Background: an optimization exercise with open tools, aiming at small area, a short achievable clock period and few clock cycles per item. Do not read the settings as production practice. Function was checked by simulation only, so behaviour that the tests miss may differ from the original.

Design fp32_div_pipe, start of the top module:
module fp32_div_pipe (
  input  logic        clk,
  input  logic        rst_n,
  input  logic        in_valid,
  output logic        in_ready,
  input  logic [31:0] in_a,
  input  logic [31:0] in_b,
  output logic        out_valid,
  input  logic        out_ready,
  output logic [31:0] out_q,
  output logic [3:0]  out_flags
);
Size: roughly 4,200 cells after synthesis, roughly 330 flip-flops, about 110 I/O pins, about 43,000 um2 of cells after synthesis.
export LEC_CHECK = 0
export ABC_AREA = 1
export CAP_MARGIN = 20
export CORE_MARGIN = 2
export CORE_UTILIZATION = 60
export CTS_CLUSTER_DIAMETER = 80
export CTS_CLUSTER_SIZE = 24
export SLEW_MARGIN = 60
export SYNTH_HIERARCHICAL = 1
export SYNTH_MINIMUM_KEEP_SIZE = 0
create_clock -name core_clock -period 125.0 [get_ports {clk}]
standard.sh (not shown) runs the stock make flow with config.mk's settings and CLKGATE_MAP_FILE= SYNTH_SCRIPT=/design/flow/synth_recipe.tcl, a recipe that flattens the netlist after the stock synthesis.
==> flow/flow/run.sh <==
#!/bin/bash
# Own layout flow: the standard flow (standard synthesis, floorplan, place,
# CTS, route) unchanged, except that the input and output port buffers that
# buffer_ports inserts are sky130_fd_sc_hd__buf_2 cells instead of the default
# choice. Every port is still buffered.
set -euo pipefail
export BUFFER_PORTS_ARGS="-buffer_cell sky130_fd_sc_hd__buf_2"
bash standard.sh finish > standard_flow.log 2>&1
The starting point passed the timing, design-rule and antenna checks.
Testbench counts at the start, summed over its fixed seeds: cycles 16,032, items 16,000.
Next try:
Settings changed: CTS_CLUSTER_DIAMETER 80 to 100, CTS_CLUSTER_SIZE 24 to 30, SLEW_MARGIN 60 to 40.
Final cell count decreases by 0.60%.
First-iteration DRC count decreases by 3.1%.
Fmax barely changes.
Wire length hardly moves.
Via count decreases by 0.87%.
Cell area decreases by 0.97%.
Flip-flop and latch count is unchanged.
Next try:
Settings changed: SLEW_MARGIN 40 to 45.
Result:
- synthesized cell count stays the same
- first-iteration DRC count went up by 2.1%
- fmax hardly moves
- via count barely changes
- area after synthesis is unchanged
- register-to-register slack is better by 0.46 ns
Next try:
Settings changed: CAP_MARGIN 20 to 0, SLEW_MARGIN 45 to 50.
Worst setup slack gains 0.0056 ns.
Synthesized cell count does not change.
Die area stays the same.
Final area stays flat.
Next try:
Settings changed: CAP_MARGIN 0 to 20, PLACE_DENSITY set to 0.75, SLEW_MARGIN 50 to 45.
Sequential share of layout area stays flat.
Cell area stays flat.
Count of clock-buffer cells in the layout came out higher by 3.
Next try:
Settings changed: CORE_UTILIZATION 60 to 55, PLACE_DENSITY 0.75 to not set.
Setup slack is worse by 0.090 ns. Flip-flop and latch count does not change. Sequential share of layout area falls by 0.16 points. Die area rises by a little under a tenth. Non-clock buffer count rises by 4. Clock skew is about the same. Via count falls by a few percent.

---

umber:
Starting RTL as in the previous note.
Design fp32_div_pipe, start of the top module:
module fp32_div_pipe (
  input  logic        clk,
  input  logic        rst_n,
  input  logic        in_valid,
  output logic        in_ready,
  input  logic [31:0] in_a,
  input  logic [31:0] in_b,
  output logic        out_valid,
  input  logic        out_ready,
  output logic [31:0] out_q,
  output logic [3:0]  out_flags
);
  logic adv;
  logic rdy_q;
  logic take;
  logic arrive;
  logic r0_v;
  logic r1_v;
  logic r2_v;
  logic out_v;
  logic sk_v;
  logic [30:0] r0_a;
  logic [30:0] r0_b;
  logic r0_s;
  logic [7:0] ea;
  logic [7:0] eb;
  logic [22:0] fa1;
  logic [22:0] fb1;
  logic a_emax;
  logic a_ez;
  logic a_fnz;
  logic b_emax;
  logic b_ez;
  logic b_fnz;
  logic anan;
  logic ainf;
  logic bnan;
  logic binf;
  logic runf;
  logic [1:0] kind1;
  logic kx1;
  logic [9:0] e1;
  logic [9:0] e1n;
  logic [1:0] r2_kind;
  logic r2_kx;
  logic [23:0] d1;
  logic [5:0] qt1;
  logic [26:0] s1_S;
  logic [26:0] s1_C;
  logic [12:0] s1_qp;
  logic [6:0] s1_qn;
  logic [26:0] r1_S;
  logic [26:0] r1_C;
  logic [12:0] r1_qp;
  logic [6:0] r1_qn;
  logic [22:0] r1_fa;
  logic [22:0] r1_fb;
  logic r1_fbz;
  logic [9:0] r1_e;
  logic r1_s;
  logic [26:0] d2;
  logic [25:0] wg;
  logic [25:0] wp;
  logic negw;
  logic [22:0] cq;
  logic [22:0] cz;
  logic [22:0] cg;
  logic [22:0] cpp;
  logic [19:0] hG;
  logic [19:0] hP;
  logic [4:0] lG;
  logic [4:0] lP;
  logic ccin;
  logic cmid;
  logic [22:0] cc;
  logic [22:0] fr2;
  logic [22:0] r2_fr;
  logic [22:0] r2_fa;
  logic [9:0] r2_e;
  logic r2_s;
  logic [23:0] ma;
  ...
Settings: LEC_CHECK=0, ABC_AREA=1, CAP_MARGIN=20, CORE_MARGIN=2, CORE_UTILIZATION=60, CTS_CLUSTER_DIAMETER=100, CTS_CLUSTER_SIZE=30, SLEW_MARGIN=50, SYNTH_HIERARCHICAL=1, SYNTH_MINIMUM_KEEP_SIZE=0; clock period 125.0 ns.
==> flow/flow/run.sh <==
#!/bin/bash
# Own layout flow: the standard flow (standard synthesis, floorplan, place,
# CTS, route) unchanged, except that
#  - the input and output port buffers that buffer_ports inserts are
#    sky130_fd_sc_hd__buf_2 cells instead of the default choice (every port is
#    still buffered), and
#  - clock tree synthesis balances levels with one level of sink clustering.
set -euo pipefail
export BUFFER_PORTS_ARGS="-buffer_cell sky130_fd_sc_hd__buf_2"
export CTS_ARGS="-sink_clustering_enable -repair_clock_nets -sink_clustering_size 30 -sink_clustering_max_diameter 100 -sink_clustering_levels 1 -balance_levels"
bash standard.sh finish > standard_flow.log 2>&1
Testbench counts of umber, summed over its fixed seeds: cycles 16,032, items 16,000.
Modified inputs, ember compared to umber
==> flow/flow/run.sh <==
#!/bin/bash
# Own layout flow: the standard flow (standard synthesis, floorplan, place,
# CTS, route) unchanged, except that the input and output port buffers that
# buffer_ports inserts are sky130_fd_sc_hd__buf_2 cells instead of the default
# choice. Every port is still buffered.
set -euo pipefail
export BUFFER_PORTS_ARGS="-buffer_cell sky130_fd_sc_hd__buf_2"
bash standard.sh finish > standard_flow.log 2>&1
Notes after the runs:
[compare] base=umber new=ember: via count of the first global-routing pass held steady; measured slew at the worst slew-check pin flat. Changes observed in ember relative to umber: instance count after placement with tap cells included held steady.
Input changes introduced in tundra (baseline for comparison: ember):
diff --git a/flow/config.mk b/flow/config.mk
--- a/flow/config.mk
+++ b/flow/config.mk
@@ -10,6 +10,6 @@
 export CORE_MARGIN = 2
-export CORE_UTILIZATION = 60
+export CORE_UTILIZATION = 66
 export CTS_CLUSTER_DIAMETER = 100
 export CTS_CLUSTER_SIZE = 30
-export SLEW_MARGIN = 50
+export SLEW_MARGIN = 45
 export SYNTH_HIERARCHICAL = 1
- Per the comparison of tundra with ember, worst-case reg-to-reg path depth decreased 4; via count of the first global-routing pass now larger.
For cedar, these inputs were changed with respect to tundra:
diff --git a/flow/config.mk b/flow/config.mk
--- a/flow/config.mk
+++ b/flow/config.mk
@@ -10,5 +10,7 @@
 export CORE_MARGIN = 2
-export CORE_UTILIZATION = 66
+export CORE_UTILIZATION = 60
 export CTS_CLUSTER_DIAMETER = 100
 export CTS_CLUSTER_SIZE = 30
+export GPL_ROUTABILITY_DRIVEN = 0
+export GPL_TIMING_DRIVEN = 0
 export SLEW_MARGIN = 45
Findings:
Summary of cedar over tundra: portion of the layout cell area used by non-clock buffers now sits higher; worst-case setup slack after placement shrank by 1.20 ns; critical path depth grew by 102.
The cell type of the slowest stage on the worst timing path comes out fa_1 in one run and edfxtp_1 in the other, namely in cedar and tundra respectively.
A category of the critical setup timing path of reg -> reg is what cedar shows, while reg -> out belongs to tundra.
The post-route fraction of the period consumed by the critical path in cedar sits 1.7 points above the value recorded for tundra.
Modified inputs, sierra compared to cedar
==> flow/flow/run.sh <==
#!/bin/bash
# Own layout flow: the standard flow (standard synthesis, floorplan, place,
# CTS, route) unchanged, except that the input and output port buffers that
# buffer_ports inserts are sky130_fd_sc_hd__buf_1 cells instead of the default
# choice. Every port is still buffered.
set -euo pipefail
export BUFFER_PORTS_ARGS="-buffer_cell sky130_fd_sc_hd__buf_1"
bash standard.sh finish > standard_flow.log 2>&1
diff --git a/flow/config.mk b/flow/config.mk
--- a/flow/config.mk
+++ b/flow/config.mk
@@ -13,5 +13,3 @@
 export CTS_CLUSTER_SIZE = 30
-export GPL_ROUTABILITY_DRIVEN = 0
-export GPL_TIMING_DRIVEN = 0
-export SLEW_MARGIN = 45
+export SLEW_MARGIN = 60
 export SYNTH_HIERARCHICAL = 1
Notes after the runs:
- NOTE: aggregate routed wire length in sierra falls short of that of cedar
- sierra vs cedar — proportion of cell area occupied by multi-input gates rose 0.53 points.
- When sierra is measured against cedar, its non-clock buffer area fraction after layout turns out 0.74 points lower.
- Critical path depth in cells in sierra is 102 below cedar.
- NOTE cell area cedar->sierra decreased slightly
- sierra | stages: all done | timing, DRC, antenna: all pass
Changes in maple relative to sierra:
==> flow/flow/run.sh <==
#!/bin/bash
# Own layout flow: the standard flow (standard synthesis, floorplan, place,
# CTS, route) unchanged, except that the input and output port buffers that
# buffer_ports inserts are sky130_fd_sc_hd__buf_2 cells instead of the default
# choice. Every port is still buffered.
set -euo pipefail
export BUFFER_PORTS_ARGS="-buffer_cell sky130_fd_sc_hd__buf_2"
bash standard.sh finish > standard_flow.log 2>&1
## What came out
Looking only at fraction of met3 tracks used by global routing, and setting everything else aside, the higher value of maple and sierra goes to sierra.
Compared with sierra, in maple depth of the worst register-to-register path lost 5; total instance count after detailed placement neither gained nor lost much; sequential share of layout area neither gained nor lost much.
Per the comparison of maple with sierra, cell area barely changed.

## static timing again, ports no longer ideal
In the flow no input, the clock included, has a driving cell. The finished layouts below were timed again as built, in two steps. Step 1: set_driving_cell puts a clkbuf_16 on clk and a buf_2 on each other input, an assumption about the parent block. Step 2, shift: input delay + t, output delay - t, t = (earliest + latest rising clock arrival at the registers) / 2. This alone moves slack from input paths to output paths. Three values: no drivers, after step 1, after step 2; two values: the first two.
run | shift t [ns] | setup WS [ns] | slew at the worst register clock pin (ns) | cell pins on the clock port's net
the first run of note 1 | 0.655 | 98.844 / 98.775 / 99.091 | 0.10 / 0.10 | 1
the second run of note 1 | 0.621 | 98.860 / 98.794 / 99.078 | 0.11 / 0.11 | 1
the third run of note 1 | 0.629 | 98.861 / 98.792 / 99.052 | 0.12 / 0.12 | 1
the fourth run of note 1 | 0.627 | 98.866 / 98.798 / 99.079 | 0.11 / 0.11 | 1
the fifth run of note 1 | 0.634 | 98.861 / 98.792 / 99.061 | 0.12 / 0.12 | 1
the sixth run of note 1 | 0.658 | 98.772 / 98.702 / 99.079 | 0.12 / 0.12 | 1
umber | 0.627 | 98.866 / 98.798 / 99.079 | 0.11 / 0.11 | 1
ember | 0.627 | 98.866 / 98.798 / 99.079 | 0.11 / 0.11 | 1
tundra | 0.657 | 98.804 / 98.736 / 99.091 | 0.11 / 0.11 | 1
cedar | 0.644 | 96.648 / 96.648 / 96.648 | 0.11 / 0.11 | 1
sierra | 0.639 | 98.835 / 98.767 / 99.061 | 0.12 / 0.12 | 1
maple | 0.630 | 98.859 / 98.792 / 99.098 | 0.12 / 0.12 | 1
After both steps every run listed still meets setup and hold.
